From an optimization exercise on the open Yosys and OpenROAD flow, aimed at small area, a short achievable clock period and few clock cycles per item; shortcuts taken in it are not production practice.
The RTL was checked by simulation tests, not by an equivalence proof against the original design.
Power and IR drop assume default switching activity.

File: design.v
`timescale 1ns/100ps
`default_nettype none
module fetch_top (
    input  logic  clk_in,
    input  logic  br_reset,
    input  logic  stall,
    input  logic  redirect_valid,
    input  logic [31:0] redirect_pc,
    output logic  out_valid,
    output logic [31:0] out_ins,
    output logic [31:0] out_pc,
    output logic [31:0] out_pred_pc,
    input  logic  upd_valid,
    input  logic [31:0] upd_pc,
    input  logic  upd_taken,
    output logic  mem_req,
    output logic [31:0] mem_addr,
    input  logic  mem_ack,
    input  logic [31:0] mem_data
);
    localparam logic [6:0] OP_JAL    = 7'b1101111;
    localparam logic [6:0] OP_BRANCH = 7'b1100011;
    logic [1:0]  ctr_q [16];
    logic [31:2] addr_q;      
    logic [31:2] np_q;        
    logic        stale_q;     
    logic        discard;
    logic        deliver;
    assign mem_addr    = {addr_q, 2'b00};
    assign out_pc      = {addr_q, 2'b00};
    assign out_pred_pc = {np_q, 2'b00};
    assign discard = mem_req && mem_ack && (stale_q || redirect_valid);
    assign deliver = mem_req && mem_ack && !stale_q && !redirect_valid && !stall;
    logic        is_jal, is_br, taken;
    logic [18:0] t_lo;
    logic        t_c;
    logic [10:0] hi_inc, hi_dec;
    logic [29:0] seq_pc;
    assign is_jal = (mem_data[6:0] == OP_JAL);
    assign is_br  = (mem_data[6:0] == OP_BRANCH);
    assign taken  = is_jal || (is_br && ctr_q[addr_q[5:2]][1]);
    tgt_add tgt_add_i (.a(addr_q[20:2]), .ins(mem_data), .s(t_lo), .co(t_c));
    incdec #(.N(11)) hi_id (.x(addr_q[31:21]), .inc(hi_inc), .dec(hi_dec));
    logic [18:0] seq_lo;
    logic        seq_c;
    inc #(.N(19)) seq_i (.x(addr_q[20:2]), .y(seq_lo), .co(seq_c));
    assign seq_pc = {seq_c ? hi_inc : addr_q[31:21], seq_lo};
    logic [29:0] np_hold;     
    logic        take;        
    logic [10:0] hi_c1, hi_c0;
    logic [10:0] np_hi_c1, np_hi_c0;
    logic [29:0] np_d;
    always_comb begin
        if (br_reset) begin
            np_hold = '0;
        end else if (redirect_valid) begin
            np_hold = redirect_pc[31:2];
        end else if (deliver) begin
            np_hold = seq_pc;
        end else begin
            np_hold = np_q;
        end
    end
    assign take  = deliver && taken && !br_reset;
    assign hi_c1 = mem_data[31] ? addr_q[31:21] : hi_inc;
    assign hi_c0 = mem_data[31] ? hi_dec : addr_q[31:21];
    assign np_hi_c1 = take ? hi_c1 : np_hold[29:19];
    assign np_hi_c0 = take ? hi_c0 : np_hold[29:19];
    sel2 #(.N(19)) lo_sel (.s(take), .a(t_lo), .b(np_hold[18:0]), .y(np_d[18:0]));
    sel2 #(.N(11)) hi_sel (.s(t_c), .a(np_hi_c1), .b(np_hi_c0), .y(np_d[29:19]));
    always_ff @(posedge clk_in) begin
        if (br_reset) begin
            mem_req   <= 1'b0;
            out_valid <= 1'b0;
            stale_q   <= 1'b0;
        end else begin
            out_valid <= deliver;
            if (!mem_req) begin
                if (!redirect_valid) begin
                    mem_req <= 1'b1;
                    stale_q <= 1'b0;
                end
            end else begin
                if (redirect_valid) begin
                    stale_q <= 1'b1;
                end
                if (discard) begin
                    mem_req <= 1'b0;
                end
                if (deliver) begin
                    mem_req <= 1'b0;
                end
            end
        end
    end
    always_ff @(posedge clk_in) begin
        np_q <= np_d;
    end
    always_ff @(posedge clk_in) begin
        if (!mem_req && !redirect_valid) begin
            addr_q <= np_q;
        end
    end
    always_ff @(posedge clk_in) begin
        out_ins <= mem_data;
    end
    for (genvar i = 0; i < 16; i++) begin : ctr_
        logic [1:0] c;
        logic [1:0] c_next;
        assign c = ctr_q[i];
        assign c_next = upd_taken ? {c[1] | c[0], c[1] | !c[0]}
                                  : {c[1] & c[0], c[1] & !c[0]};
        always_ff @(posedge clk_in) begin
            if (br_reset) begin
                ctr_q[i] <= 2'b01;
            end else if (upd_valid && upd_pc[5:2] == i) begin
                ctr_q[i] <= c_next;
            end
        end
    end
endmodule
module tgt_add (
    input  logic [18:0] a,
    input  logic [31:0] ins,
    output logic [18:0] s,
    output logic        co
);
    logic [18:0] b;
    assign b[18]    = ins[31];
    assign b[17:13] = ins[2] ? ins[19:15] : {5{ins[31]}};
    assign b[12:10] = ins[3] ? ins[14:12] : {3{ins[31]}};
    assign b[9]     = ins[3] ? ins[20] : ins[7];
    assign b[8:3]   = ins[30:25];
    assign b[2:0]   = ins[2] ? ins[24:22] : ins[11:9];
    ks_add #(.N(19)) add_i (.a(a), .b(b), .s(s), .co(co));
endmodule
module ks_add #(
    parameter int N = 8
) (
    input  logic [N-1:0] a,
    input  logic [N-1:0] b,
    output logic [N-1:0] s,
    output logic         co
);
    localparam int L = (N > 16) ? 5 : (N > 8) ? 4 : (N > 4) ? 3 : (N > 2) ? 2 : 1;
    logic [N-1:0] g [L+1];
    logic [N-1:0] p [L+1];
    logic [N-1:0] x;
    assign x    = a ^ b;
    assign g[0] = a & b;
    assign p[0] = x;
    for (genvar l = 0; l < L; l++) begin : lvl
        for (genvar i = 0; i < N; i++) begin : bit_
            if (i >= (1 << l)) begin : comb
                assign g[l+1][i] = g[l][i] | (p[l][i] & g[l][i-(1<<l)]);
                assign p[l+1][i] = p[l][i] & p[l][i-(1<<l)];
            end else begin : pass
                assign g[l+1][i] = g[l][i];
                assign p[l+1][i] = p[l][i];
            end
        end
    end
    assign s  = x ^ {g[L][N-2:0], 1'b0};
    assign co = g[L][N-1];
endmodule
module incdec #(
    parameter int N = 8
) (
    input  logic [N-1:0] x,
    output logic [N-1:0] inc,
    output logic [N-1:0] dec
);
    assign inc = x + 1'b1;
    assign dec = x - 1'b1;
endmodule
module inc #(
    parameter int N = 8
) (
    input  logic [N-1:0] x,
    output logic [N-1:0] y,
    output logic         co
);
    assign {co, y} = {1'b0, x} + 1'b1;
endmodule
module sel2 #(
    parameter int N = 8
) (
    input  logic         s,
    input  logic [N-1:0] a,
    input  logic [N-1:0] b,
    output logic [N-1:0] y
);
    assign y = s ? a : b;
endmodule
`default_nettype wire
File: flow/run.sh
#!/bin/bash
# The standard layout, with the ports buffered by the smallest buffer
# instead of the flow's default pick; repair still resizes them as needed.
set -euo pipefail
export BUFFER_PORTS_ARGS="-buffer_cell sky130_fd_sc_hd__buf_1"
export REMOVE_ABC_BUFFERS=1
bash standard.sh > standard.log 2>&1
File: standard.sh
#!/bin/bash
# synth_recipe.tcl (not shown) runs the flow's synth.tcl, then flattens the netlist and writes it again
# the make line also repeats each setting of config.mk as NAME=value (left out here)
make -C /OpenROAD-flow-scripts/flow DESIGN_CONFIG=/design/flow/config.mk WORK_HOME=/design/flow/orfs CLKGATE_MAP_FILE= SYNTH_SCRIPT=/design/flow/synth_recipe.tcl "${@:-finish}"
File: config.mk
export PLATFORM = sky130hd
export DESIGN_NAME = fetch_top
export DESIGN_NICKNAME = fetch_top
export VERILOG_FILES = /design/flow/design.v
export SDC_FILE = /design/flow/constraint.sdc
export NUM_CORES = 4
export LEC_CHECK = 0
export ABC_CLOCK_PERIOD_IN_PS = 3000
export CAP_MARGIN = 20
export CORE_MARGIN = 8
export CORE_UTILIZATION = 40
export CTS_BUF_LIST = sky130_fd_sc_hd__clkbuf_4 sky130_fd_sc_hd__clkbuf_8
export CTS_CLUSTER_SIZE = 30
export GPL_TIMING_DRIVEN = 0
export SETUP_SLACK_MARGIN = 2.8
export SLEW_MARGIN = 20
export SYNTH_HIERARCHICAL = 1
export SYNTH_MINIMUM_KEEP_SIZE = 0
File: constraint.sdc
create_clock -name core_clock -period 6.0 [get_ports {clk_in}]
set_input_delay 1.2000 -clock core_clock [delete_from_list [all_inputs] [get_ports {clk_in}]]
set_output_delay 1.2000 -clock core_clock [all_outputs]
set_load 0.01 [all_outputs]
==> flow_summary.toml, run 1 <==
[clock_network]
cts_tree = "yes"
clock-sinks = 127
cts_root_buf = "clkbuf_8"
cts_buffer_depth = 2
ctsHoldBuffers = 0
numCtsBuffers = 17
path_clk_slew_ps = 80
clock_latency_ps = 440
htree_levels = 4

[drt]
drc = 0
routed_wl_mm = 22.7
wire_per_inst_um = 17.8
drt_iter0_markers = 325
vias = 6761
dr.pass1.iters = 5
via_per_inst = 5.29
drtAntennaViolNets = 0

[synthesis]
ys_warn_count = 11
yosysTopAreaCell = "dfxtp_1"
yosysSeqAreaShare = 0.350
ys.flop_type = "dfxtp_1"
netlist.area_leader.share = 0.239
synth-edff-count = 30
synthArstFlopShare = 0
synth_area_um2 = 8120
syn_avg_cell_area_um2 = 9.73
syn_inst = 835
ys_ff_latch = 127
synth_cell_type_count = 69
yosys-top-cells-area = "dfxtp_1, edfxtp_1, mux2i_1, mux2_4, a21oi_1"

[placed_design]
place.gp.congestion = 0.819
dp.cells = 1225
placedInstanceArea_um2 = 8720
io_buffers = 196
hpwlAfterDp_mm = 16.0

[global_routing]
grt_max_degree = 42
first_global_vias = 6307
antenna_found_initial = 0
grt.total_usage = 0.171
grt_overflow = 0
grt_pass1_wl_mm = 33.8

[timing]
drv_slew = 0
fin_skew_ps = 17.4
post-route-period-util = 0.523
max_freq_mhz = 319
finalCriticalPeriod_ps = 3140
tightest_slew_ps = 1030
setup_tns_ps = 0
rsz0062_at_grt = "false"
hold_viol = 0
setup_violations = 0
slew_headroom = 0.310

[outcome]
status = "complete, no violations"

[floorplanning]
core_area_um2 = 20100
rows = 52
die_x_um = 158
start_util = 0.404
io_pins = 233
dieArea_um2 = 25100
die_h_um = 158

[critical_path]
r2r_slack_ps = 3020
startpoint = "mem_data[2]"
worstReg2RegStart = "mem_req"
end_kind = "flop"
crit_chain = "buf_8 > mux2_4 > ha_1 > a21o_1 > a21oi_2 > o211ai_1 > a21oi_2 > o221ai_2 > a41o_4 > buf_12 > mux2_4"
crit_slowest_cell = "mux2_4"
reg2regPathDepth = 4
startpoint_type = "input pin"
cp_max_fo = 11
crit_path_max_incr_delay_ps = 330
cp_data_arrival_time_ps = 3470
critPathRequiredTime_ps = 6330
crit_type = "input pin to flop"
r2r_end = "np_q[3]"

[min_path]
min_from = "np_q[6]"
holdPathEnd = "addr_q[6]"
hold_path_depth = 0
hold_class = "flop to flop"

[power_and_ir_drop]
ir_worst_vdd_mv = 0.125
powerDensity_nw_per_um2 = 252
p_leak_uw = 0.00366
total_power_uw = 2380

[finish]
final_cell_area_um2 = 9450
fin_cells = 1277
multi_input_comb_area_um2 = 4770
syn_to_final_growth_pct = 16.4
antenna_cells = 0
layout.nets = 1121
drive_above_1_share = 0.140
nFillCells = 1901
seq_area_um2 = 2840

[run]
drv_cap = 0
==> cell families (layout without fill, tap and decap cells) <==
group / after synthesis / in the layout / share of synthesized area
compound gates: 192 / 193 / 0.154
xor+xnor: 50 / 50 / 0.0539
fa+ha+maj: 24 / 24 / 0.0379
buf+inv: 102 / 268 / 0.0818
flops: 127 / 127 / 0.350
mux: 121 / 121 / 0.174
other cells: 1 / 6 / 0.000462
simple gates: 218 / 218 / 0.148
==> per-layer routing <==
metal  routed length [um]  global-route usage  vias up
li1                     -                   -     3350
met1                10400               0.224     3196
met2                10700               0.280      198
met3                 1410              0.0353       17
met4                  286              0.0498        0
met5                    0                   0        -
==> worst max-delay path by stage <==
stage / endpoint / slack [ps]
after floorplan: np_q[21] / 1470
after global placement: np_q[26] / 110
after detailed placement: np_q[29] / 1310
after CTS: np_q[31] / 2830
after global routing: np_q[31] / 2790
final: np_q[25] / 2860
==> final cells by class <==
type	count	area share
tap	270	0.0357
clock buffer	21	0.0293
clock inverter	11	0.0146
inverter	16	0.00635
multi-input combinational	612	0.505
timing repair buffer	220	0.108
sequential	127	0.301
==> cell usage after synthesis, drive strengths merged (9+ instances only) <==
| cell | n |
|---|---|
| a211oi | 26 |
| a21o | 14 |
| a21oi | 60 |
| a22oi | 11 |
| a31oi | 14 |
| and3 | 9 |
| buf | 54 |
| clkbuf | 30 |
| dfxtp | 97 |
| edfxtp | 30 |
| ha | 23 |
| inv | 16 |
| mux2 | 42 |
| mux2i | 76 |
| nand2 | 37 |
| nand2b | 21 |
| nand3 | 17 |
| nand3b | 15 |
| nand4 | 12 |
| nor2 | 70 |
| nor2b | 11 |
| nor3 | 9 |
| o21ai | 25 |
| o221ai | 15 |
| o31ai | 11 |
| xnor2 | 33 |
| xor2 | 17 |
==> where the power goes <==
part	internal, uW	switching, uW
Sequential	949	85.9
Clock	440	352
Combinational	252	300
Total	1640	738
==> cell usage in the layout, fill, tap and decap left out, types with 15 or more instances in the layout <==
| cell type | n |
|---|---|
| nand2b_1 | 21 |
| xnor2_1 | 33 |
| o21ai_0 | 23 |
| buf_1 | 191 |
| nor2_1 | 70 |
| nand3b_1 | 15 |
| dfxtp_1 | 97 |
| ha_1 | 20 |
| inv_1 | 15 |
| edfxtp_1 | 30 |
| nand2_1 | 36 |
| nand3_1 | 16 |
| clkbuf_8 | 19 |
| buf_4 | 18 |
| xor2_1 | 17 |
| a21oi_1 | 56 |
| mux2i_1 | 76 |
| mux2_4 | 28 |
| a211oi_1 | 23 |
==> registers in the layout, summed over array words and instances, names as in the netlist <==
name       flops
ctr_q         32
out_ins       32
addr_q        30
np_q          30
mem_req        1
out_valid      1
stale_q        1
==> modules after synthesis (local to each module, per instance), excerpt <==
module,copies in the design,cells inside
tgt_add,1,13
fetch_top,1,556
==> per-stage QoR <==
stage          utilization  hold slack [ps]  setup slack [ps]
5_1_grt              0.470              463              2790
4_1_cts              0.460              460              2830
3_5_place_dp         0.434              443              1310
3_3_place_gp         0.428              440               114
6_report             0.470              461              2860
2_1_floorplan            -              455              1470
==> repair_timing <==
action	CTS	global route
buffers inserted	3	16
endpoints found under the hold margin	0	0
gates cloned	0	1
setup endpoints to repair	30	16
pin swaps	2	6
resized for setup	21	11
==> worst max-delay path: cells and delay by family <==
family | cells | cell delay, ps
adders and majority gates | 1 | 220
AOI/OAI and AO/OA | 6 | 1110
buffers and inverters | 2 | 300
muxes | 2 | 620
Testbench counts, summed over its fixed seeds: cycles 51,127, items 14,446.
==> run 2, diff against run 1 <==
--- a/config.mk
+++ b/config.mk
@@ -5,14 +5,14 @@
 export SDC_FILE = /design/flow/constraint.sdc
 export NUM_CORES = 4
 export LEC_CHECK = 0
+export ABC_AREA = 1
 export ABC_CLOCK_PERIOD_IN_PS = 3000
 export CAP_MARGIN = 20
 export CORE_MARGIN = 8
 export CORE_UTILIZATION = 40
 export CTS_BUF_LIST = sky130_fd_sc_hd__clkbuf_4 sky130_fd_sc_hd__clkbuf_8
 export CTS_CLUSTER_SIZE = 30
-export GPL_TIMING_DRIVEN = 0
-export SETUP_SLACK_MARGIN = 2.8
+export SETUP_SLACK_MARGIN = 3.1
 export SLEW_MARGIN = 20
 export SYNTH_HIERARCHICAL = 1
 export SYNTH_MINIMUM_KEEP_SIZE = 0
==> run 2 against run 1 <==
Combinational power down 6.5%. Total power down 4.0%. Cell count up 34%. Utilization down 0.76 points. Fmax up 13%. Global-route usage up 2.4 points. Worst setup slack better by 350 ps. Largest cell class unchanged. Die area up 2.8%. Count of clock-buffer cells in the layout down 4. Clock skew about the same. Sequential power down 4%. Still clean on timing, DRC and antenna. Sequential cell count unchanged.
==> flow_summary.toml, run 2 <==
[timing]
setup_tns_ps = 0
fin_skew_ps = 17.3
setup_ws_ps = 3220
drv_slew = 0
post-route-period-util = 0.464
max_freq_mhz = 359
finalCriticalPeriod_ps = 2780
setup_violations = 0
slew_headroom = 0.397
rsz0062_at_grt = "false"
hold_viol = 0
tightest_slew_ps = 903

[critical_path]
startpoint_type = "input pin"
cp_max_fo = 12
reg2regPathDepth = 13
crit_slowest_cell = "ha_1"
cp_data_arrival_time_ps = 3120
cp_top_family = "simple AND/OR/NAND/NOR gates"
r2r_slack_ps = 3510
path_buf_inv = 3
end_kind = "flop"
crit_cells = 14
crit_path_max_incr_delay_ps = 430
path_common_cell = "nand2_1"
crit_type = "input pin to flop"
crit_chain = "clkbuf_4 > inv_6 > nand2_4 > nand2_1 > ha_1 > nand4_1 > nor3_1 > nand2_1 > nand2_1 > nand2_4 > nand2_8 > clkinv_8 > nand2_1 > nand2_1"
critPathRequiredTime_ps = 6340

[synthesis]
ys.flop_type = "dfxtp_1"
ys_ff_latch = 127
synth_cell_type_count = 38
yosysTopAreaCell = "dfxtp_1"
yosysSeqAreaShare = 0.339
synthArstFlopShare = 0
synth-edff-count = 30
syn_avg_cell_area_um2 = 6.65
synth_most_common_cell = "nand2_1"
yosys-top-cells-area = "dfxtp_1, nand2_1, edfxtp_1, nand3_1, inv_1"
synth_area_um2 = 8370
syn_inst = 1260
netlist.area_leader.share = 0.232
synth_common_cells = "nand2_1, inv_1, nand3_1"
ys_warn_count = 11

[floorplanning]
core_area_um2 = 20800
rows = 53
die_x_um = 161
start_util = 0.403
die_h_um = 161
dieArea_um2 = 25800
io_pins = 233

[clock_network]
cts_root_buf = "clkbuf_8"
cts_buffer_depth = 2
htree_levels = 4
clock_latency_ps = 450
numCtsBuffers = 17
ctsHoldBuffers = 0
clock-sinks = 127
path_clk_slew_ps = 80
cts_tree = "yes"

[drt]
drtAntennaViolNets = 0
wire_per_inst_um = 15.0
routed_wl_mm = 25.6
via_per_inst = 4.87
drc = 0
drt_iter0_markers = 412
vias = 8298
dr.pass1.iters = 5

[power_and_ir_drop]
powerDensity_nw_per_um2 = 238
p_leak_uw = 0.00453
ir_worst_vdd_mv = 0.124

[finish]
syn_to_final_growth_pct = 14.7
layout.nets = 1544
final_cell_area_um2 = 9600
mostFrequentLayoutCell = "nand2_1"
fin_cells = 1705
layout_common_cells = "nand2_1, buf_1, inv_1"
drive_above_1_share = 0.0888
reg.largest.list = "ctr_q: 32 flops, out_ins: 32 flops"
fin_util = 0.463
antenna_cells = 0

[placed_design]
dp.cells = 1659
placedInstanceArea_um2 = 8970
dp_slack_ps = 1700
io_buffers = 196
hpwlAfterDp_mm = 18.1
place.gp.congestion = 0.867

[global_routing]
grt.total_usage = 0.195
grt_overflow = 0
antenna_found_initial = 0
grt_max_degree = 62
first_global_vias = 8152
grt_pass1_wl_mm = 40.8

[min_path]
hold_class = "flop to flop"
hold_path_depth = 0

[outcome]
status = "complete, no violations"

[run]
drv_cap = 0
-- run 2: changes by cell type in the layout (fill, tap and decap cells not counted), moves of 15 or more --
cell      change
a211oi_1     -22
inv_1       +110
mux2_4       -28
mux2i_1      -76
nand2_1     +360
nand2_2      +28
nand2b_1     -21
nand3_1      +82
nor2_1       +21
nor3_1       +15
o211ai_1     +28
o21ai_0      +63
xnor2_1      -23
-- run 2: worst paths after layout --
check / startpoint / endpoint
hold reg to reg: np_q[9] / addr_q[9]
setup / recovery: mem_data[2] / np_q[27]
setup reg to reg: addr_q[3] / np_q[2]
hold / removal: np_q[9] / addr_q[9]
-- run 2: per-module statistics from Yosys, one instance, submodules excluded, excerpt --
module     area [um2]  copies in the design
tgt_add           149                     1
fetch_top        5750                     1
-- run 2: what timing repair did --
item,CTS,global route
gates cloned,2,1
gates resized for setup,14,17
endpoints found under the setup margin,60,28
pin swaps,0,1
setup buffers,9,2
-- run 2: kinds of logic after synthesis --
| family | synth area share |
|---|---|
| xor gates and xnor gates | 0.0314 |
| and+or+nand+nor | 0.343 |
| DFF | 0.339 |
| other | 0.000448 |
| AOI/OAI and AO/OA | 0.121 |
| buffers and inverters | 0.128 |
| adders and majority gates | 0.0368 |
-- run 2: metal layers --
| layer | vias up | part of all wire | global-route usage | routed length (um) |
|---|---|---|---|---|
| li1 | 4331 | - | - | - |
| met1 | 3690 | 0.46 | 0.239 | 11700 |
| met2 | 256 | 0.46 | 0.329 | 11900 |
| met3 | 21 | 0.068 | 0.0532 | 1740 |
| met4 | 0 | 0.013 | 0.0564 | 326 |
| met5 | - | 0 | 0 | 0 |
-- run 2: stage by stage --
step                hold slack, ps  total power, uW
global route                   479             2420
CTS                            464             2300
finish                         461             2280
detailed placement             438             1510
global placement               437             1500
floorplan                      455             1330
-- run 2: where the power goes --
| group | switching (uW) | leakage (uW) | total (uW) | internal (uW) |
|---|---|---|---|---|
| Combinational | 336 | 0.00323 | 516 | 180 |
| Clock | 421 | 0.000201 | 771 | 350 |
| Sequential | 62.6 | 0.00110 | 998 | 935 |
-- run 2: cell type report --
| type | count | area (um2) |
|---|---|---|
| multi-input combinational | 918 | 4580 |
| fill | 2165 | 11200 |
| clock inverter | 15 | 161 |
| sequential | 127 | 2840 |
| inverter | 139 | 551 |
| timing repair inverter | 2 | 15.0 |
| clock buffer | 17 | 234 |
| tap | 275 | 344 |
| timing repair buffer | 212 | 877 |
==> run 3, diff against run 2 <==
--- a/config.mk
+++ b/config.mk
@@ -12,7 +12,7 @@
 export CORE_UTILIZATION = 40
 export CTS_BUF_LIST = sky130_fd_sc_hd__clkbuf_4 sky130_fd_sc_hd__clkbuf_8
 export CTS_CLUSTER_SIZE = 30
-export SETUP_SLACK_MARGIN = 3.1
+export SETUP_SLACK_MARGIN = 3.3
 export SLEW_MARGIN = 20
 export SYNTH_HIERARCHICAL = 1
 export SYNTH_MINIMUM_KEEP_SIZE = 0
==> run 3 against run 2 <==
Sequential power about the same. Worst setup slack better by 170 ps. Clock skew is 0.54 ps lower. Cell count is 0.18% higher. Routed wire length increased by 1.2%. Register-to-register slack better by 50 ps. Synthesized cell count did not move. First-iteration DRC count up 10%. Combinational power up 3.9%. Critical path depth decreased by 1. Non-clock buffer count is 2 higher.
==> flow_summary.toml, run 3 <==
[placed_design]
hpwlAfterDp_mm = 18.1
io_buffers = 196
place.gp.congestion = 0.867

[synthesis]
ys_ff_latch = 127
yosysTopAreaCell = "dfxtp_1"
synth_cell_type_count = 38
synth_common_cells = "nand2_1, inv_1, nand3_1"
synth-edff-count = 30
ys.flop_type = "dfxtp_1"
synthArstFlopShare = 0
syn_avg_cell_area_um2 = 6.65
synth_area_um2 = 8370
yosys-top-cells-area = "dfxtp_1, nand2_1, edfxtp_1, nand3_1, inv_1"
syn_inst = 1260
netlist.area_leader.share = 0.232
ys_warn_count = 11
synth_most_common_cell = "nand2_1"
yosysSeqAreaShare = 0.339

[timing]
slew_headroom = 0.404
setup_tns_ps = 0
drv_slew = 0
post-route-period-util = 0.436
rsz0062_at_grt = "false"
tightest_slew_ps = 893
setup_violations = 0
max_freq_mhz = 383
hold_viol = 0
finalCriticalPeriod_ps = 2610
fin_skew_ps = 16.8

[critical_path]
critPathRequiredTime_ps = 6340
cp_data_arrival_time_ps = 2950
startpoint_type = "input pin"
end_kind = "flop"
crit_type = "input pin to flop"
cp_max_fo = 48

[clock_network]
cts_tree = "yes"
numCtsBuffers = 17
clock-sinks = 127
cts_buffer_depth = 2
clock_latency_ps = 450
cts_root_buf = "clkbuf_8"
htree_levels = 4
path_clk_slew_ps = 80

[finish]
layout_common_cells = "nand2_1, buf_1, inv_1"
syn_to_final_growth_pct = 16.4
layout.nets = 1547
antenna_cells = 0
mostFrequentLayoutCell = "nand2_1"
fin_util = 0.470
drive_above_1_share = 0.101
reg.largest.list = "ctr_q: 32 flops, out_ins: 32 flops"

[global_routing]
first_global_vias = 8227
grt.total_usage = 0.197
antenna_found_initial = 0
grt_overflow = 0
grt_pass1_wl_mm = 41.2
grt_max_degree = 62

[floorplanning]
start_util = 0.403
dieArea_um2 = 25800
rows = 53
io_pins = 233
die_h_um = 161
die_x_um = 161
core_area_um2 = 20800

[drt]
dr.pass1.iters = 8
via_per_inst = 4.88
drtAntennaViolNets = 0
drc = 0
routed_wl_mm = 25.9
vias = 8340
wire_per_inst_um = 15.2
drt_iter0_markers = 454

[outcome]
status = "complete, no violations"

[power_and_ir_drop]
powerDensity_nw_per_um2 = 237
p_leak_uw = 0.00455
ir_worst_vdd_mv = 0.124

[run]
drv_cap = 0

[min_path]
hold_class = "flop to flop"
run 3: cell counts after synthesis:
Identical to the previous run, type by type.
run 3: final cells by class:
type                       count  area, um2
clock buffer                  17        234
timing repair buffer         214        907
tap                          275        344
timing repair inverter         3       23.8
inverter                     139        552
sequential                   127       2840
clock inverter                15        161
fill                        2136      11000
multi-input combinational    918       4690
run 3: through the flow:
stage | worst slack [ps] | power (uW) | hold WS [ps] | area (um2) | std cells
2_1_floorplan | 2050 | 1330 | 455 | 7850 | 1183
3_3_place_gp | 1770 | 1500 | 437 | 8970 | 1659
3_5_place_dp | 1700 | 1510 | 438 | 8970 | 1659
4_1_cts | 3320 | 2310 | 464 | 9590 | 1705
5_1_grt | 3290 | 2440 | 479 | 9750 | 1708
6_report | 3390 | 2310 | 460 | 9750 | 1708
run 3: final timing paths:
kind / from / to / slack (ps) / cells after the start
worst min-delay path: np_q[9] / addr_q[9] / 460 / 0
worst max register to register: addr_q[2] / np_q[24] / 3560 / 18
worst max-delay path: mem_data[31] / np_q[27] / 3390 / 13
worst min register to register: np_q[9] / addr_q[9] / 460 / 0
run 3: cells by family after synthesis:
logic type,share of synthesized area
compound gates,0.121
buf+inv,0.128
flops,0.339
simple gates,0.343
other cells,0.000448
fa+ha+maj,0.0368
xor+xnor,0.0314
run 3: metal layers:
metal	vias up	share of wire	wire length [um]	global-route usage
met4	0	0.018	459	0.0627
li1	4339	-	-	-
met2	243	0.46	12000	0.333
met1	3726	0.46	11800	0.239
met5	-	0	0	0
met3	32	0.061	1600	0.0550
run 3: repair_timing:
action	4_1_cts	5_1_grt
hold buffers	0	0
setup endpoints to repair	62	60
resized for setup	32	25
cloned	3	1
pin swaps	1	4
setup buffers	11	2
run 3: critical path: stages:
cell and delay [ps]:
clkbuf_16 190, nand2_4 120, nand2_1 120, ha_4 320, nand4_1 140, nor3_1 170, nand2_1 120, nand2_2 100
nand2_4 100, nand2_8 160, clkinv_8 90, nand2_1 60, nand2_1 40
run 3: modules after synthesis, one instance, submodules excluded, excerpt:
module	times used	cell area [um2]	cells	flip-flops and latches
tgt_add	1	149	33	0
fetch_top	1	5750	747	127
run 3: power by group:
group          internal (uW)  leakage [uW]  switching (uW)  total, uW
clock network            350      0.000201             422        772
logic                    192       0.00325             345        536
registers                935       0.00110            64.0        999
==> run 4, diff against run 3 <==
--- a/config.mk
+++ b/config.mk
@@ -12,7 +12,7 @@
 export CORE_UTILIZATION = 40
 export CTS_BUF_LIST = sky130_fd_sc_hd__clkbuf_4 sky130_fd_sc_hd__clkbuf_8
 export CTS_CLUSTER_SIZE = 30
-export SETUP_SLACK_MARGIN = 3.3
+export SETUP_SLACK_MARGIN = 3.5
 export SLEW_MARGIN = 20
 export SYNTH_HIERARCHICAL = 1
 export SYNTH_MINIMUM_KEEP_SIZE = 0
==> run 4 against run 3 <==
Die area unchanged. Count of clock-buffer cells in the layout unchanged. Non-clock buffer count increased by 42. Sequential power decreased by 0.9%. Critical path depth decreased by 1. Combinational power increased by 14%. Largest power group unchanged. Global-route usage increased by 0.58 points. Still clean on timing, DRC and antenna. Synthesized cell count unchanged.
==> flow_summary.toml, run 4 <==
[critical_path]
end_kind = "flop"
crit_type = "input pin to flop"
critPathRequiredTime_ps = 6350
cp_max_fo = 12
cp_data_arrival_time_ps = 2820
startpoint_type = "input pin"

[clock_network]
numCtsBuffers = 17
cts_tree = "yes"
ctsHoldBuffers = 0
clock_latency_ps = 460
cts_buffer_depth = 2
clock-sinks = 127
path_clk_slew_ps = 80
cts_root_buf = "clkbuf_8"
htree_levels = 4

[global_routing]
grt_pass1_wl_mm = 42.3
grt.total_usage = 0.203
antenna_found_initial = 0
first_global_vias = 8351
grt_max_degree = 62
grt_overflow = 0

[floorplanning]
start_util = 0.403
rows = 53
core_area_um2 = 20800
dieArea_um2 = 25800
die_x_um = 161
die_h_um = 161
io_pins = 233

[power_and_ir_drop]
power.internal_uw = 1520
p_seq_frac = 0.418
p_leak_uw = 0.00484
comb_power_share = 0.257
total_power_uw = 2370
p_switching_uw = 848
powerDensity_nw_per_um2 = 229
power_frac_clock = 0.325
sw_frac_of_total = 0.358
ir_worst_vdd_mv = 0.125

[drt]
vias = 8596
drtAntennaViolNets = 0
drc = 0
drt_iter0_markers = 486
routed_wl_mm = 27.0
via_per_inst = 4.91
wire_per_inst_um = 15.4
dr.pass1.iters = 7

[synthesis]
synthXorXnorAreaFrac = 0.0314
yosysTopAreaCell = "dfxtp_1"
synthArstFlopShare = 0
muxShareOfSynthArea = 0
synth_area_um2 = 8370
yosys-top-cells-area = "dfxtp_1, nand2_1, edfxtp_1, nand3_1, inv_1"
synth_most_common_cell = "nand2_1"
synth_cell_type_count = 38
synthSimpleGateAreaFrac = 0.343
syn_inst = 1260
synth-edff-count = 30
synth_common_cells = "nand2_1, inv_1, nand3_1"
yosysSeqAreaShare = 0.339
netlist.area_leader.share = 0.232
syn_avg_cell_area_um2 = 6.65
ys_ff_latch = 127
synth_top_family_by_area = "simple AND/OR/NAND/NOR gates"
synth_adder_area_share = 0.0368
ys_warn_count = 11
synth-compound-area-share = 0.121
ys.flop_type = "dfxtp_1"

[placed_design]
dp.cells = 1659
placedInstanceArea_um2 = 8970
place.gp.congestion = 0.867
io_buffers = 196
hpwlAfterDp_mm = 18.1

[finish]
final_cell_area_um2 = 10300
fin_cells = 1750
layout_common_cells = "nand2_1, buf_1, inv_1"
seq_area_um2 = 2840
syn_to_final_growth_pct = 23.5
drive_above_1_share = 0.142
multi_input_comb_area_um2 = 4810
mostFrequentLayoutCell = "nand2_1"
layout.nets = 1589
reg.largest.list = "ctr_q: 32 flops, out_ins: 32 flops"
antenna_cells = 0
nFillCells = 2066

[timing]
rsz0062_at_grt = "true"
drv_slew = 0
setup_tns_ps = 0
setup_violations = 0
max_freq_mhz = 404
slew_headroom = 0.403
post-route-period-util = 0.413
finalCriticalPeriod_ps = 2480
timing.hold.ws_ps = 461
hold_viol = 0
tightest_slew_ps = 895
fin_skew_ps = 17.2

[min_path]
hold_class = "flop to flop"

[outcome]
status = "complete, no violations"

[run]
drv_cap = 0
## run 4: critical path, cell delays in order
cell and delay, ps:
buf_12 120, clkinv_8 70, nand2_8 80, nand2_2 50, ha_1 350, a21oi_1 200
o21bai_1 130, a21oi_4 260, buf_12 150, nand2_4 80, nand2_1 70, nand2_1 40
## run 4: per-layer routing
metal,GRT usage,part of all wire,wire length [um]
met3,0.0550,0.075,2020
met1,0.249,0.44,12000
met5,0,0,0
met4,0.0627,0.016,431
met2,0.342,0.46,12500
## run 4: cells by family (layout without fill, tap and decap cells)
family | count (synthesis) | after routing
AND/OR/NAND/NOR | 672 | 673
buffers and inverters | 221 | 430
AO/OA/AOI/OAI | 185 | 185
flip-flops | 127 | 127
XOR/XNOR | 30 | 30
adder cells (fa/ha/maj) | 24 | 24
other | 1 | 6
## run 4: per-stage QoR
stage                     setup WS (ps)  utilization
after floorplan                    2050            -
after global placement             1770        0.432
after detailed placement           1700        0.432
after CTS                          3470        0.480
after global routing               3470        0.498
final                              3520        0.498
## run 4: modules after synthesis (local to each module, per instance), excerpt
module / flip-flops and latches / times used
fetch_top: 127 / 1
tgt_add: 0 / 1
## run 4: power groups by stage
stage,Combinational [uW],Clock [uW],Sequential [uW]
6_report,609,769,990
4_1_cts,565,792,995
5_1_grt,681,829,998
3_5_place_dp,488,0,1020
2_1_floorplan,298,0,1030
3_3_place_gp,486,0,1020
## run 4: path summary, 6_finish.rpt
check              start         to  slack, ps  cells after the start
min reg2reg      np_q[9]  addr_q[9]        460                      0
min              np_q[9]  addr_q[9]        460                      0
max reg2reg    addr_q[8]   np_q[25]       3680                     17
max          mem_data[2]   np_q[30]       3520                     12
## run 4: what timing repair did
| item | in CTS | in global routing |
|---|---|---|
| gates resized for setup | 65 | 54 |
| cloned | 5 | 3 |
| pin swaps | 12 | 19 |
| endpoints found under the setup margin | 68 | 44 |
| setup buffers | 29 | 22 |
## run 4: final cells by class
type                    instances  area share
multi-input cells             918       0.465
flip-flops and latches        127       0.275
repair buffers                256       0.132
inverters                     139      0.0546
well taps                     275      0.0333
clock buffers                  17      0.0226
clock inverters                15      0.0156
repair inverters                3     0.00254
==> run 5, diff against run 4 <==
==> flow/run.sh (replaced) <==
#!/bin/bash
# The standard layout, with the ports buffered by the smallest buffer
# instead of the flow's default pick; repair still resizes them as needed.
set -euo pipefail
export BUFFER_PORTS_ARGS="-buffer_cell sky130_fd_sc_hd__buf_1"
bash standard.sh > standard.log 2>&1
--- a/config.mk
+++ b/config.mk
@@ -5,14 +5,13 @@
 export SDC_FILE = /design/flow/constraint.sdc
 export NUM_CORES = 4
 export LEC_CHECK = 0
-export ABC_AREA = 1
 export ABC_CLOCK_PERIOD_IN_PS = 3000
 export CAP_MARGIN = 20
 export CORE_MARGIN = 8
 export CORE_UTILIZATION = 40
 export CTS_BUF_LIST = sky130_fd_sc_hd__clkbuf_4 sky130_fd_sc_hd__clkbuf_8
 export CTS_CLUSTER_SIZE = 30
-export SETUP_SLACK_MARGIN = 3.5
+export SETUP_SLACK_MARGIN = 2.5
 export SLEW_MARGIN = 20
 export SYNTH_HIERARCHICAL = 1
 export SYNTH_MINIMUM_KEEP_SIZE = 0
==> run 5 against run 4 <==
Design area is 11% lower. Synthesized cell count is 34% lower. Clock power is 3% higher. Critical endpoint is now np_q[19]. Highest routed layer is now met5. Sequential share of layout area is 3.5 points higher. Sequential cell count stayed put. Combinational power is 15% lower. Still clean. Count of clock-buffer cells in the layout is 9 higher. Non-clock buffer count is 49 lower. Sequential power is 5% higher. Routed wire length is 19% lower. First-iteration DRC count is 44% lower. Utilization is 4.3 points lower.
==> flow_summary.toml, run 5 <==
[critical_path]
cp_max_fo = 31
startpoint_type = "input pin"
cp_data_arrival_time_ps = 3700
reg2regPathDepth = 8
crit_chain = "clkbuf_2 > buf_4 > mux2_2 > ha_1 > a21oi_1 > o21ai_0 > a211oi_2 > o221ai_1 > xor2_1 > mux2_4"
critPathRequiredTime_ps = 6320
end_kind = "flop"
crit_path_max_incr_delay_ps = 370
crit_type = "input pin to flop"
crit_slowest_cell = "ha_1"

[timing]
tightest_slew_ps = 1090
max_freq_mhz = 296
finalCriticalPeriod_ps = 3380
setup_violations = 0
rsz0062_at_grt = "false"
post-route-period-util = 0.563
setup_tns_ps = 0
hold_viol = 0
drv_slew = 0
fin_skew_ps = 17.3
slew_headroom = 0.273

[floorplanning]
die_x_um = 158
rows = 52
core_area_um2 = 20100
dieArea_um2 = 25100
start_util = 0.404
die_h_um = 158
io_pins = 233

[finish]
mostFrequentLayoutCell = "buf_1"
fin_cells = 1263
layout.nets = 1107
layout_common_cells = "buf_1, dfxtp_1, mux2i_1"
drive_above_1_share = 0.115
reg.largest.list = "ctr_q: 32 flops, out_ins: 32 flops"
syn_to_final_growth_pct = 12.8
antenna_cells = 0

[global_routing]
grt_max_degree = 65
grt.total_usage = 0.172
grt_overflow = 0
antenna_found_initial = 1
grt_pass1_wl_mm = 34.0
first_global_vias = 6466

[synthesis]
synth-edff-count = 30
syn_avg_cell_area_um2 = 9.73
synth_common_cells = "dfxtp_1, mux2i_1, nor2_1"
synth_cell_type_count = 69
yosysSeqAreaShare = 0.350
syn_inst = 835
ys_warn_count = 11
yosys-top-cells-area = "dfxtp_1, edfxtp_1, mux2i_1, mux2_4, a21oi_1"
synth_most_common_cell = "dfxtp_1"
netlist.area_leader.share = 0.239
yosysTopAreaCell = "dfxtp_1"
synth_area_um2 = 8120
ys_ff_latch = 127
synthArstFlopShare = 0
ys.flop_type = "dfxtp_1"

[drt]
drtAntennaViolNets = 0
dr.pass1.iters = 7
drt_iter0_markers = 272
drc = 0
routed_wl_mm = 21.8
vias = 6640
via_per_inst = 5.26
wire_per_inst_um = 17.2

[clock_network]
numCtsBuffers = 17
cts_buffer_depth = 2
cts_tree = "yes"
cts_root_buf = "clkbuf_8"
htree_levels = 4
clock-sinks = 127
ctsHoldBuffers = 0
path_clk_slew_ps = 70
clock_latency_ps = 440

[placed_design]
io_buffers = 196
dp.cells = 1228
hpwlAfterDp_mm = 15.3
place.gp.congestion = 0.846

[run]
drv_cap = 0

[power_and_ir_drop]
ir_worst_vdd_mv = 0.109
p_leak_uw = 0.00353
powerDensity_nw_per_um2 = 256

[min_path]
hold_path_depth = 0
hold_class = "flop to flop"

[outcome]
status = "complete, no violations"
-- run 5: changes by cell type after synthesis, sizes merged, moves of 15 or more --
cell    change
nand2     -390
inv       -121
nand3      -87
mux2i      +76
o21ai      -61
mux2       +42
nor2       -36
o211ai     -28
a211oi     +25
xnor2      +23
nand2b     +21
o221ai     +15
-- run 5: power by group --
group | total [uW] | switching [uW] | internal (uW) | leakage [uW]
Sequential | 1040 | 89.8 | 950 | 0.00110
Combinational | 515 | 281 | 234 | 0.00221
Clock | 789 | 347 | 442 | 0.000221
Total | 2340 | 718 | 1630 | 0.00353
-- run 5: through the flow --
step	power, uW	setup WS (ps)	area [um2]	hold WS, ps	util
after global routing	2470	2520	9160	471	0.456
after detailed placement	1560	1570	8670	446	0.431
after floorplan	1440	2550	8140	461	-
after CTS	2360	2560	9100	463	0.453
after global placement	1550	1570	8670	440	0.431
final	2340	2620	9160	459	0.456
-- run 5: cell families (layout without fill, tap and decap cells) --
group,Yosys count,after routing,synth area share
xor gates and xnor gates,50,50,0.0539
muxes,121,121,0.174
and+or+nand+nor,218,218,0.148
adders and majority gates,24,24,0.0379
DFF,127,127,0.350
buffers and inverters,102,255,0.0818
other,1,6,0.000462
AOI/OAI and AO/OA,192,192,0.154
-- run 5: final timing paths --
kind / start / to / slack, ps
max: mem_data[31] / np_q[19] / 2620
min: np_q[3] / addr_q[3] / 460
max reg2reg: addr_q[5] / np_q[30] / 2700
min reg2reg: np_q[3] / addr_q[3] / 460
-- run 5: per-layer routing --
layer / vias to the layer above / GRT usage / part of all wire
met3: 26 / 0.0456 / 0.067
met4: 2 / 0.0552 / 0.017
li1: 3315 / - / -
met5: - / 0 / 0.00073
met1: 3109 / 0.215 / 0.46
met2: 188 / 0.285 / 0.46
-- run 5: layout make-up --
| class | instances | area, um2 |
|---|---|---|
| Inverter | 16 | 60.1 |
| Fill cell | 1991 | 10900 |
| Clock inverter | 6 | 81.3 |
| Multi-Input combinational cell | 611 | 4660 |
| Clock buffer | 26 | 333 |
| Timing Repair Buffer | 207 | 848 |
| Tap cell | 270 | 338 |
| Sequential cell | 127 | 2840 |
-- run 5: critical path, delay by kind of cell --
| kind | cells | cell delay (ps) |
|---|---|---|
| AO/OA/AOI/OAI | 4 | 980 |
| multiplexers | 2 | 590 |
| XOR/XNOR | 1 | 170 |
| buffers and inverters | 2 | 370 |
| adder cells (fa/ha/maj) | 1 | 370 |
-- run 5: what timing repair did --
item                       in CTS  in global routing
buffers inserted                0                  3
setup endpoints to repair      11                 13
pin swaps                       0                  1
resized for setup               5                  3
-- run 5: modules after synthesis, one instance, submodules excluded, a selection --
module	area, um2	copies in the design
tgt_add	176	1
fetch_top	5780	1
==> run 6, diff against run 5 <==
--- a/config.mk
+++ b/config.mk
@@ -11,7 +11,7 @@
 export CORE_UTILIZATION = 40
 export CTS_BUF_LIST = sky130_fd_sc_hd__clkbuf_4 sky130_fd_sc_hd__clkbuf_8
 export CTS_CLUSTER_SIZE = 30
-export SETUP_SLACK_MARGIN = 2.5
+export SETUP_SLACK_MARGIN = 2.0
 export SLEW_MARGIN = 20
 export SYNTH_HIERARCHICAL = 1
 export SYNTH_MINIMUM_KEEP_SIZE = 0
==> run 6 against run 5 <==
Critical path depth decreased by 1. Via count shrank 0.83%. Cell count decreased by 0.24%. First-iteration DRC count fell by 0.37%. Critical path type unchanged.
==> flow_summary.toml, run 6 <==
[timing]
post-route-period-util = 0.619
finalCriticalPeriod_ps = 3720
drv_slew = 0
rsz0062_at_grt = "false"
max_freq_mhz = 269
setup_tns_ps = 0
tightest_slew_ps = 1080
hold_viol = 0
fin_skew_ps = 14.4
setup_violations = 0
slew_headroom = 0.281
timing.hold.ws_ps = 459

[clock_network]
clock-sinks = 127
cts_buffer_depth = 2
cts_root_buf = "clkbuf_8"
path_clk_slew_ps = 70
ctsHoldBuffers = 0
postCtsSetupRepairBufs = 0
numCtsBuffers = 17
clock_latency_ps = 450
cts_tree = "yes"
cts.repair.resized = 0
htree_levels = 4

[critical_path]
cp_top_family = "compound AO/OA/AOI/OAI gates"
cp_max_fo = 11
startpoint_type = "input pin"
critPathRequiredTime_ps = 6330
path_buf_inv = 1
end_kind = "flop"
crit_path_max_incr_delay_ps = 540
crit_chain = "buf_1 > mux2_2 > ha_1 > nand2_1 > a211oi_1 > a21oi_1 > o221ai_1 > a41o_2 > mux2_2"
crit_type = "input pin to flop"
path_common_cell = "mux2_2"
cp_data_arrival_time_ps = 4050
crit_slowest_cell = "a41o_2"

[power_and_ir_drop]
power_frac_clock = 0.339
comb_power_share = 0.214
p_leak_uw = 0.00350
ir_worst_vdd_mv = 0.112
p_seq_frac = 0.446
p_switching_uw = 713
powerDensity_nw_per_um2 = 256
power.internal_uw = 1610
sw_frac_of_total = 0.306

[floorplanning]
core_area_um2 = 20100
io_pins = 233
rows = 52
die_x_um = 158
dieArea_um2 = 25100
die_h_um = 158
start_util = 0.404

[finish]
drive_above_1_share = 0.107
mostFrequentLayoutCell = "buf_1"
layout_common_cells = "buf_1, dfxtp_1, mux2i_1"
nFillCells = 2000
antenna_cells = 0
reg.largest.list = "ctr_q: 32 flops, out_ins: 32 flops"
layout.nets = 1104
syn_to_final_growth_pct = 11.9

[drt]
drt_iter0_markers = 271
routed_wl_mm = 21.6
vias = 6585
dr.pass1.iters = 5
drc = 0
wire_per_inst_um = 17.2
drtAntennaViolNets = 0
via_per_inst = 5.23

[synthesis]
netlist.area_leader.share = 0.239
syn_avg_cell_area_um2 = 9.73
ys.flop_type = "dfxtp_1"
ys_ff_latch = 127
ys_warn_count = 11
synthArstFlopShare = 0
yosysSeqAreaShare = 0.350
synth_common_cells = "dfxtp_1, mux2i_1, nor2_1"
synth_most_common_cell = "dfxtp_1"
synth_cell_type_count = 69
yosysTopAreaCell = "dfxtp_1"
yosys-top-cells-area = "dfxtp_1, edfxtp_1, mux2i_1, mux2_4, a21oi_1"
synth-edff-count = 30
synth_area_um2 = 8120
syn_inst = 835

[min_path]
hold_class = "flop to flop"

[outcome]
status = "complete, no violations"

[run]
drv_cap = 0

[global_routing]
antenna_found_initial = 1
first_global_vias = 6433
grt_pass1_wl_mm = 33.8
grt_max_degree = 65
grt_overflow = 0
grt.total_usage = 0.171

[placed_design]
io_buffers = 196
hpwlAfterDp_mm = 15.3
place.gp.congestion = 0.846
[run 6: changes by cell type in the layout (fill, tap and decap cells not counted), sizes merged]
cell  delta
buf      -3
[run 6: logic make-up (layout without fill, tap and decap cells)]
logic type	Yosys count	in the layout	share of synthesized area
compound gates	192	192	0.154
xor+xnor	50	50	0.0539
mux	121	121	0.174
fa+ha+maj	24	24	0.0379
buf+inv	102	252	0.0818
simple gates	218	218	0.148
flops	127	127	0.350
other cells	1	6	0.000462
[run 6: power groups by stage]
stage	logic [uW]	registers [uW]	clock network, uW
after floorplan	384	1050	0
after global placement	497	1060	0
after detailed placement	501	1060	0
after CTS	504	1040	813
after global routing	555	1050	846
final	499	1040	789
[run 6: area by class of cell]
type / count / area, um2 / area share
inverters: 16 / 60.1 / 0.00661
clock buffers: 26 / 333 / 0.0366
multi-input cells: 611 / 4630 / 0.510
well taps: 270 / 338 / 0.0372
repair buffers: 204 / 800 / 0.0880
clock inverters: 6 / 81.3 / 0.00895
flip-flops and latches: 127 / 2840 / 0.313
[run 6: metrics by stage]
stage	util	worst slack [ps]	cell area, um2	power (uW)	std cells
global route	0.452	2090	9090	2450	1260
global placement	0.431	1570	8670	1550	1228
detailed placement	0.431	1570	8670	1560	1228
floorplan	-	2550	8140	1440	840
finish	0.452	2280	9090	2330	1260
CTS	0.452	2050	9090	2360	1260
[run 6: final timing paths]
| path | slack (ps) | start | to | cells after the start |
|---|---|---|---|---|
| max reg2reg | 2510 | addr_q[5] | np_q[30] | 8 |
| min reg2reg | 460 | np_q[3] | addr_q[3] | 0 |
| min | 460 | np_q[3] | addr_q[3] | 0 |
| max | 2280 | mem_data[3] | np_q[29] | 9 |
[run 6: metal layers]
metal / part of all wire / vias to the layer above / global-route usage / routed length [um]
li1: - / 3305 / - / -
met1: 0.46 / 3078 / 0.215 / 9920
met2: 0.46 / 182 / 0.287 / 10000
met3: 0.069 / 18 / 0.0461 / 1480
met4: 0.0098 / 2 / 0.0427 / 212
met5: 0.00060 / - / 0 / 13
[run 6: modules after synthesis, one instance, submodules excluded, a selection]
module     flip-flops and latches  times used
fetch_top                     127           1
tgt_add                         0           1
==> run 7, diff against run 6 <==
--- a/config.mk
+++ b/config.mk
@@ -5,13 +5,13 @@
 export SDC_FILE = /design/flow/constraint.sdc
 export NUM_CORES = 4
 export LEC_CHECK = 0
-export ABC_CLOCK_PERIOD_IN_PS = 3000
+export ABC_CLOCK_PERIOD_IN_PS = 800
 export CAP_MARGIN = 20
 export CORE_MARGIN = 8
 export CORE_UTILIZATION = 40
 export CTS_BUF_LIST = sky130_fd_sc_hd__clkbuf_4 sky130_fd_sc_hd__clkbuf_8
 export CTS_CLUSTER_SIZE = 30
-export SETUP_SLACK_MARGIN = 2.0
+export SETUP_SLACK_MARGIN = 3.0
 export SLEW_MARGIN = 20
 export SYNTH_HIERARCHICAL = 1
 export SYNTH_MINIMUM_KEEP_SIZE = 0
==> run 7 against run 6 <==
First-iteration DRC count rose by 63%. Sequential share of layout area decreased by 2.0 points. Global-route usage rose by 0.81 points. Non-clock buffer count up 31. Via count up 3.3%. Sequential cell count unchanged. Count of clock-buffer cells in the layout fell by 7. Total power increased by 2.7%. Synthesized cell count stayed put. Area after synthesis is the same. Design area is 6.8% higher. Combinational power grew 19%. Critical path type unchanged. Critical endpoint is now np_q[21]. Highest routed layer is now met4.
==> flow_summary.toml, run 7 <==
[finish]
reg.largest.list = "ctr_q: 32 flops, out_ins: 32 flops"
syn_to_final_growth_pct = 19.6
seq_area_um2 = 2840
layout.nets = 1135
multi_input_comb_area_um2 = 4900
antenna_cells = 0
drive_above_1_share = 0.168
mostFrequentLayoutCell = "buf_1"
fin_cells = 1291
layout_common_cells = "buf_1, dfxtp_1, mux2i_1"
nFillCells = 1917

[critical_path]
path_buf_inv = 3
crit_slowest_cell = "mux2_4"
crit_type = "input pin to flop"
critPathRequiredTime_ps = 6330
startpoint_type = "input pin"
r2r_slack_ps = 3200
cp_max_fo = 6
worstReg2RegStart = "addr_q[10]"
crit_chain = "buf_8 > buf_8 > mux2_4 > ha_4 > nand3_2 > o211ai_1 > a21oi_2 > o221ai_2 > a41o_4 > buf_12 > mux2_4"
cp_top_family = "compound AO/OA/AOI/OAI gates"
end_kind = "flop"
r2r_end = "np_q[25]"
cp_data_arrival_time_ps = 3450
reg2regPathDepth = 8
crit_path_max_incr_delay_ps = 310

[synthesis]
yosysTopAreaCell = "dfxtp_1"
ys_warn_count = 11
synthArstFlopShare = 0
synth_most_common_cell = "dfxtp_1"
ys_ff_latch = 127
syn_avg_cell_area_um2 = 9.73
synth-edff-count = 30
synth_cell_type_count = 69
synth_area_um2 = 8120
syn_inst = 835
yosysSeqAreaShare = 0.350
yosys-top-cells-area = "dfxtp_1, edfxtp_1, mux2i_1, mux2_4, a21oi_1"
synth_common_cells = "dfxtp_1, mux2i_1, nor2_1"
netlist.area_leader.share = 0.239
ys.flop_type = "dfxtp_1"

[min_path]
hold_class = "flop to flop"
min_from = "np_q[26]"
hold_path_depth = 0
holdPathEnd = "addr_q[26]"

[global_routing]
grt_max_degree = 65
grt_pass1_wl_mm = 34.9
top_usage_layer = "met2"
grt_util_met3 = 0.0396
grt.total_usage = 0.180
first_global_vias = 6616
met1_usage = 0.225
grt_overflow = 0
use_met2 = 0.302
antenna_found_initial = 0

[drt]
wire_per_inst_um = 18.1
routed_wl_mm = 23.3
via_per_inst = 5.27
drtAntennaViolNets = 0
vias = 6804
drc = 0
drt_iter0_markers = 443
dr.pass1.iters = 7

[timing]
rsz0062_at_grt = "true"
hold_viol = 0
max_freq_mhz = 321
post-route-period-util = 0.519
slew_headroom = 0.301
drv_slew = 0
setup_violations = 0
finalCriticalPeriod_ps = 3120
tightest_slew_ps = 1040
fin_skew_ps = 16.6
setup_tns_ps = 0

[clock_network]
htree_levels = 4
clock_latency_ps = 450
clock-sinks = 127
numCtsBuffers = 17
cts_buffer_depth = 2
path_clk_slew_ps = 80
ctsHoldBuffers = 0
cts_tree = "yes"
cts_root_buf = "clkbuf_8"

[placed_design]
hpwlAfterDp_mm = 15.6
dp.cells = 1231
io_buffers = 196
place.gp.congestion = 0.845

[floorplanning]
die_x_um = 158
dieArea_um2 = 25100
rows = 52
core_area_um2 = 20100
start_util = 0.404
die_h_um = 158
io_pins = 233

[power_and_ir_drop]
ir_worst_vdd_mv = 0.115
powerDensity_nw_per_um2 = 246
p_leak_uw = 0.00372
total_power_uw = 2390

[run]
drv_cap = 0

[outcome]
status = "complete, no violations"
[run 7: cell count changes in the layout (fill, tap and decap cells not counted), sizes merged]
cell      delta
bufbuf       +1
buf         +30
clkbuf       -7
clkinvlp     +5
clkinv       +2
[run 7: final cells by class]
type | count | share of cell area
Tap cell | 270 | 0.0348
Timing Repair Buffer | 235 | 0.121
Sequential cell | 127 | 0.293
Clock buffer | 19 | 0.0269
Inverter | 16 | 0.00619
Clock inverter | 13 | 0.0143
Multi-Input combinational cell | 611 | 0.504
[run 7: modules after synthesis (local to each module, per instance), a selection]
| module | flip-flops and latches | cell area (um2) | cells |
|---|---|---|---|
| fetch_top | 127 | 5780 | 556 |
| tgt_add | 0 | 176 | 13 |
[run 7: per-stage QoR]
stage / util / instance area [um2] / hold WS (ps) / setup slack (ps)
after floorplan: - / 8220 / 461 / 2700
after global placement: 0.436 / 8760 / 440 / 1600
after detailed placement: 0.436 / 8760 / 438 / 1580
after CTS: 0.476 / 9570 / 458 / 2890
after global routing: 0.483 / 9710 / 478 / 2820
final: 0.483 / 9710 / 456 / 2880
[run 7: cells by family after synthesis]
logic type	Yosys count	share of synthesized area
AOI/OAI and AO/OA	192	0.154
xor gates and xnor gates	50	0.0539
adders and majority gates	24	0.0379
buffers and inverters	102	0.0818
DFF	127	0.350
muxes	121	0.174
other	1	0.000462
and+or+nand+nor	218	0.148
[run 7: worst max-delay path by stage]
stage	cells past startpoint	start	endpoint
6_report	11	mem_data[2]	np_q[21]
3_3_place_gp	9	mem_data[3]	np_q[29]
4_1_cts	12	mem_data[2]	np_q[27]
3_5_place_dp	9	mem_data[3]	np_q[29]
2_1_floorplan	11	mem_data[2]	np_q[21]
5_1_grt	11	mem_data[2]	np_q[27]
[run 7: repair_timing]
item | in CTS | in global routing
setup endpoints to repair | 30 | 18
gates cloned | 2 | 1
gates resized for setup | 39 | 17
pin swaps | 11 | 13
endpoints found under the hold margin | 0 | 0
setup buffers | 18 | 7
[run 7: power by group]
group,switching [uW],leakage [uW],internal (uW),total (uW)
Combinational,320,0.00242,273,593
Clock,377,0.000190,391,768
Sequential,81.3,0.00110,949,1030
[run 7: routing by layer]
metal / part of all wire / wire length (um)
met1: 0.45 / 10400
met2: 0.48 / 11100
met4: 0.016 / 363
met3: 0.062 / 1450
met5: 0 / 0
==> run 8, diff against run 7 <==
--- a/flow/run.sh
+++ b/flow/run.sh
@@ -3,4 +3,5 @@
 # instead of the flow's default pick; repair still resizes them as needed.
 set -euo pipefail
 export BUFFER_PORTS_ARGS="-buffer_cell sky130_fd_sc_hd__buf_1"
+export REMOVE_ABC_BUFFERS=1
 bash standard.sh > standard.log 2>&1
==> config.mk (replaced) <==
export PLATFORM = sky130hd
export DESIGN_NAME = fetch_top
export DESIGN_NICKNAME = fetch_top
export VERILOG_FILES = /design/flow/design.v
export SDC_FILE = /design/flow/constraint.sdc
export NUM_CORES = 4
export LEC_CHECK = 0
export ABC_AREA = 1
export ABC_CLOCK_PERIOD_IN_PS = 3000
export CAP_MARGIN = 20
export CORE_MARGIN = 8
export CORE_UTILIZATION = 40
export CTS_BUF_LIST = sky130_fd_sc_hd__clkbuf_4 sky130_fd_sc_hd__clkbuf_8
export CTS_CLUSTER_SIZE = 30
export SETUP_SLACK_MARGIN = 3.3
export SLEW_MARGIN = 20
==> run 8 against run 7 <==
Largest cell class unchanged. Non-clock buffer count rose by 10. Sequential power barely moved. Worst hold slack got worse by 14 ps. Combinational power fell by 8.3%. Sequential cell count did not move. Count of clock-buffer cells in the layout fell by 2.
==> flow_summary.toml, run 8 <==
[finish]
final_cell_area_um2 = 9860
nFillCells = 1963
fin_util = 0.509
mostFrequentLayoutCell = "nand2_1"
drive_above_1_share = 0.143
syn_to_final_growth_pct = 25.6
layout.nets = 1423
layout_common_cells = "nand2_1, buf_1, nor2_1"
reg.largest.list = "ctr_q: 32 flops, out_ins: 32 flops"
antenna_cells = 0

[clock_network]
path_clk_slew_ps = 80
clock_latency_ps = 460
ctsHoldBuffers = 0
numCtsBuffers = 17
cts_root_buf = "clkbuf_8"
htree_levels = 4
cts_tree = "yes"
clock-sinks = 127
cts_buffer_depth = 2

[run]
drv_cap = 0

[global_routing]
antenna_found_initial = 0
grt_max_degree = 65
first_global_vias = 7889
grt.total_usage = 0.213
grt_overflow = 0
grt_pass1_wl_mm = 40.6

[critical_path]
cp_data_arrival_time_ps = 2990
crit_path_max_incr_delay_ps = 390
cp_top_family = "simple AND/OR/NAND/NOR gates"
crit_chain = "buf_1 > buf_6 > clkinvlp_4 > nand2_2 > nand2_4 > ha_4 > fa_2 > nand3_2 > nand4_1 > nand2_1 > nand2_2 > nor2_2 > nor2_1 > nand2_1 > nand2_1"
cp_max_fo = 4
end_kind = "flop"
startpoint_type = "input pin"
crit_slowest_cell = "fa_2"
crit_type = "input pin to flop"
path_buf_inv = 3
critPathRequiredTime_ps = 6210
path_common_cell = "nand2_1"

[timing]
tightest_slew_ps = 1010
timing.hold.ws_ps = 442
finalCriticalPeriod_ps = 2780
setup_tns_ps = 0
slew_headroom = 0.324
rsz0062_at_grt = "true"
max_freq_mhz = 359
fin_skew_ps = 14.2
hold_viol = 0
drv_slew = 0
setup_violations = 0
post-route-period-util = 0.464

[floorplanning]
start_util = 0.405
rows = 51
die_x_um = 156
core_area_um2 = 19400
dieArea_um2 = 24400
die_h_um = 156
io_pins = 233

[synthesis]
ys_ff_latch = 127
synth_cell_type_count = 45
synthArstFlopShare = 0
ys_warn_count = 5
yosysTopAreaCell = "dfxtp_1"
syn_inst = 1090
yosys-top-cells-area = "dfxtp_1, edfxtp_1, nand2_1, nand3_1, nor2_1"
ys.flop_type = "dfxtp_1"
synth_area_um2 = 7860
netlist.area_leader.share = 0.199
synth_common_cells = "nand2_1, nor2_1, inv_1"
synth-edff-count = 49
syn_avg_cell_area_um2 = 7.21
yosysSeqAreaShare = 0.386
synth_most_common_cell = "nand2_1"

[drt]
dr.pass1.iters = 5
drc = 0
drtAntennaViolNets = 0
routed_wl_mm = 26.6
wire_per_inst_um = 17.0
drt_iter0_markers = 563
via_per_inst = 5.14
vias = 8072

[outcome]
status = "complete, no violations"

[placed_design]
placedInstanceArea_um2 = 8570
hpwlAfterDp_mm = 18.6
place.gp.congestion = 0.897
io_buffers = 196

[power_and_ir_drop]
ir_worst_vdd_mv = 0.150
powerDensity_nw_per_um2 = 232
p_leak_uw = 0.00418

[min_path]
hold_class = "flop to flop"
## run 8: what timing repair did
item / in CTS / in global routing
gates resized for setup: 60 / 57
pin swaps: 26 / 34
endpoints found under the setup margin: 71 / 27
cloned: 3 / 2
setup buffers: 19 / 20
## run 8: final timing paths
path	cells after the start	start	end	slack, ps
setup / recovery	15	mem_data[2]	np_q[20]	3220
hold / removal	0	np_q[17]	addr_q[17]	440
setup reg to reg	15	addr_q[3]	np_q[15]	3380
hold reg to reg	0	np_q[17]	addr_q[17]	440
## run 8: cell type report
type,count,area (um2),share of cell area
Clock inverter,15,151,0.0153
Sequential cell,127,3030,0.307
Multi-Input combinational cell,812,4550,0.461
Timing Repair Buffer,245,1210,0.123
Clock buffer,17,234,0.0237
Tap cell,265,332,0.0336
Timing Repair inverter,1,5.00,0.000507
Inverter,88,349,0.0354
## run 8: worst reg2reg max path: cells and delay by family (launching register included)
| kind | cells | cell delay [ps] |
|---|---|---|
| adders and majority gates | 1 | 280 |
| buffers and inverters | 3 | 660 |
| DFF | 1 | 480 |
| and+or+nand+nor | 11 | 920 |
## run 8: power breakdown
| part | switching, uW | leakage, uW | internal, uW |
|---|---|---|---|
| registers | 58.0 | 0.00115 | 948 |
| clock network | 400 | 0.000197 | 342 |
| logic | 329 | 0.00283 | 215 |
## run 8: cell families after synthesis
family          synth area share
compound gates             0.129
xor+xnor                  0.0245
fa+ha+maj                 0.0455
buf+inv                   0.0976
flops                      0.386
other cells             0.000477
simple gates               0.317
## run 8: stage by stage
| stage | cells | power [uW] | setup WS, ps |
|---|---|---|---|
| 2_1_floorplan | 1025 | 1270 | 3120 |
| 3_3_place_gp | 1494 | 1440 | 2400 |
| 3_5_place_dp | 1494 | 1440 | 2370 |
| 4_1_cts | 1548 | 2240 | 3230 |
| 5_1_grt | 1570 | 2410 | 3160 |
| 6_report | 1570 | 2290 | 3220 |
## run 8: metal layers
layer / routed length (um) / GRT usage / vias to the layer above
li1: - / - / 4006
met4: 289 / 0.0545 / 0
met2: 12700 / 0.356 / 293
met5: 0 / 0 / -
met1: 11600 / 0.266 / 3747
met3: 1970 / 0.0573 / 26
==> run 9, diff against run 8 <==
--- a/config.mk
+++ b/config.mk
@@ -14,3 +14,5 @@
 export CTS_CLUSTER_SIZE = 30
 export SETUP_SLACK_MARGIN = 3.3
 export SLEW_MARGIN = 20
+export SYNTH_HIERARCHICAL = 1
+export SYNTH_MINIMUM_KEEP_SIZE = 60
==> run 9 against run 8 <==
Synthesized cell count grew 3.7%. Design area shrank 0.67%. Combinational power shrank 4.2%. Critical path type unchanged. Critical endpoint is now np_q[29]. Critical path depth grew 6.
==> flow_summary.toml, run 9 <==
[outcome]
status = "complete, no violations"

[timing]
slew_headroom = 0.324
setup_tns_ps = 0
setup_violations = 0
fin_skew_ps = 16.2
finalCriticalPeriod_ps = 2860
rsz0062_at_grt = "true"
timing.hold.ws_ps = 452
post-route-period-util = 0.477

[global_routing]
antenna_found_initial = 0
grt_overflow = 0
met1_usage = 0.271
grt_max_degree = 57
use_met2 = 0.346
grt_pass1_wl_mm = 40.6
grt.total_usage = 0.208
top_usage_layer = "met2"
first_global_vias = 7824

[drt]
vias = 8083
via_per_inst = 5.08
drc = 0
wire_per_inst_um = 16.2
dr.pass1.iters = 5
drt_iter0_markers = 589

[synthesis]
yosysSeqAreaShare = 0.380
ys.flop_type = "dfxtp_1"
netlist.area_leader.share = 0.196
synth_cell_type_count = 44
synth-compound-area-share = 0.124
syn_inst = 1130
synthArstFlopShare = 0
synth_common_cells = "nand2_1, nand3_1, inv_1"
synth_top_family_by_area = "simple AND/OR/NAND/NOR gates"
synth_adder_area_share = 0.0448
synth-edff-count = 49
ys_warn_count = 11
synth_most_common_cell = "nand2_1"

[power_and_ir_drop]
powerDensity_nw_per_um2 = 232
ir_worst_vdd_mv = 0.143

[clock_network]
path_clk_slew_ps = 80
cts_buffer_depth = 2
htree_levels = 4
clock_latency_ps = 460
cts_tree = "yes"
numCtsBuffers = 17

[critical_path]
cp_data_arrival_time_ps = 3270
startpoint_type = "input pin"
cp_max_fo = 6
critPathRequiredTime_ps = 6410
crit_chain = "buf_12 > inv_8 > or2_4 > o21ai_4 > inv_2 > ha_4 > nand3_2 > nand3_2 > nand2_2 > nand2_2 > nand2_2 > nand2_2 > nand2_2 > nand2_4 > clkinvlp_4 > buf_6 > a21oi_2 > nand2_1 > nand2_1 > nand3_1 > nand2_1"
r2r_end = "np_q[29]"
crit_end = "np_q[29]"
crit_path_max_incr_delay_ps = 270
crit_slowest_cell = "ha_4"
worstReg2RegStart = "addr_q[10]"
reg2regPathDepth = 17
path_common_cell = "nand2_2"

[floorplanning]
core_area_um2 = 19500
die_h_um = 157
dieArea_um2 = 24700
io_pins = 233
die_x_um = 157

[placed_design]
hpwlAfterDp_mm = 18.1
place.gp.congestion = 0.930
io_buffers = 196

[finish]
drive_above_1_share = 0.142
reg.largest.list = "ctr_q: 32 flops, out_ins: 32 flops"
antenna_cells = 0
layout_common_cells = "nand2_1, buf_1, nand3_1"
mostFrequentLayoutCell = "nand2_1"

[min_path]
hold_path_depth = 0
-- run 9: cell types whose count changed after synthesis, sizes merged, moves of 16 or more --
cell,previous run,this run
nand3,84,114
nand2,343,366
a21oi,53,75
o21ai,80,59
inv,86,102
nand4,28,12
-- run 9: power by group --
| part | internal, uW | total, uW | switching (uW) |
|---|---|---|---|
| registers | 947 | 1000 | 55.2 |
| logic | 199 | 521 | 322 |
| clock network | 340 | 751 | 411 |
-- run 9: modules after synthesis, one instance, submodules excluded --
module / flops+latches / cells inside / area [um2] / times used
fetch_top: 127 / 896 / 6770 / 1
tgt_add: 0 / 234 / 1220 / 1
-- run 9: worst max-delay path: cells and delay by family --
kind | cells | cell delay (ps)
adder cells (fa/ha/maj) | 1 | 270
buffers and inverters | 5 | 590
AND/OR/NAND/NOR | 13 | 1030
AO/OA/AOI/OAI | 2 | 160
-- run 9: cell families after synthesis --
logic type / count (synthesis)
AO/OA/AOI/OAI: 174
XOR/XNOR: 18
other: 1
adder cells (fa/ha/maj): 28
flip-flops: 127
buffers and inverters: 179
AND/OR/NAND/NOR: 603
-- run 9: worst min path at each step --
stage	startpoint	end
2_1_floorplan	stale_q	stale_q
3_3_place_gp	np_q[10]	addr_q[10]
3_5_place_dp	np_q[10]	addr_q[10]
4_1_cts	np_q[9]	addr_q[9]
5_1_grt	np_q[2]	addr_q[2]
6_report	np_q[9]	addr_q[9]
-- run 9: final cells by class --
cell class | instances | area (um2)
inverters | 104 | 410
fillers | 1980 | 9730
flip-flops and latches | 127 | 3030
clock inverters | 15 | 151
multi-input cells | 830 | 4540
repair buffers | 232 | 1100
clock buffers | 17 | 234
well taps | 265 | 332
-- run 9: metal layers --
metal | up-vias | part of all wire
li1 | 4069 | -
met1 | 3733 | 0.46
met2 | 256 | 0.47
met3 | 25 | 0.067
met4 | 0 | 0.010
met5 | - | 0
-- run 9: what timing repair did --
| action | CTS | global route |
|---|---|---|
| endpoints found under the setup margin | 49 | 49 |
| resized for setup | 103 | 30 |
| cloned | 2 | 0 |
| pin swaps | 39 | 19 |
| buffers inserted | 18 | 11 |
-- run 9: metrics by stage --
stage | instances | cell area (um2) | setup slack, ps | total power [uW]
final | 1590 | 9800 | 3140 | 2270
after global routing | 1590 | 9800 | 2980 | 2400
after CTS | 1579 | 9620 | 3130 | 2260
after detailed placement | 1527 | 8650 | 1380 | 1440
after global placement | 1527 | 8650 | 1420 | 1440
after floorplan | 1060 | 7530 | 2590 | 1280

Setup slack of run 9, layout unchanged: 3.139 ns with ideal ports, 3.111 ns with driving cells assumed (clock clkbuf_16, inputs buf_2), 2.617 ns with port delays also shifted by the 0.494 ns mid clock arrival.
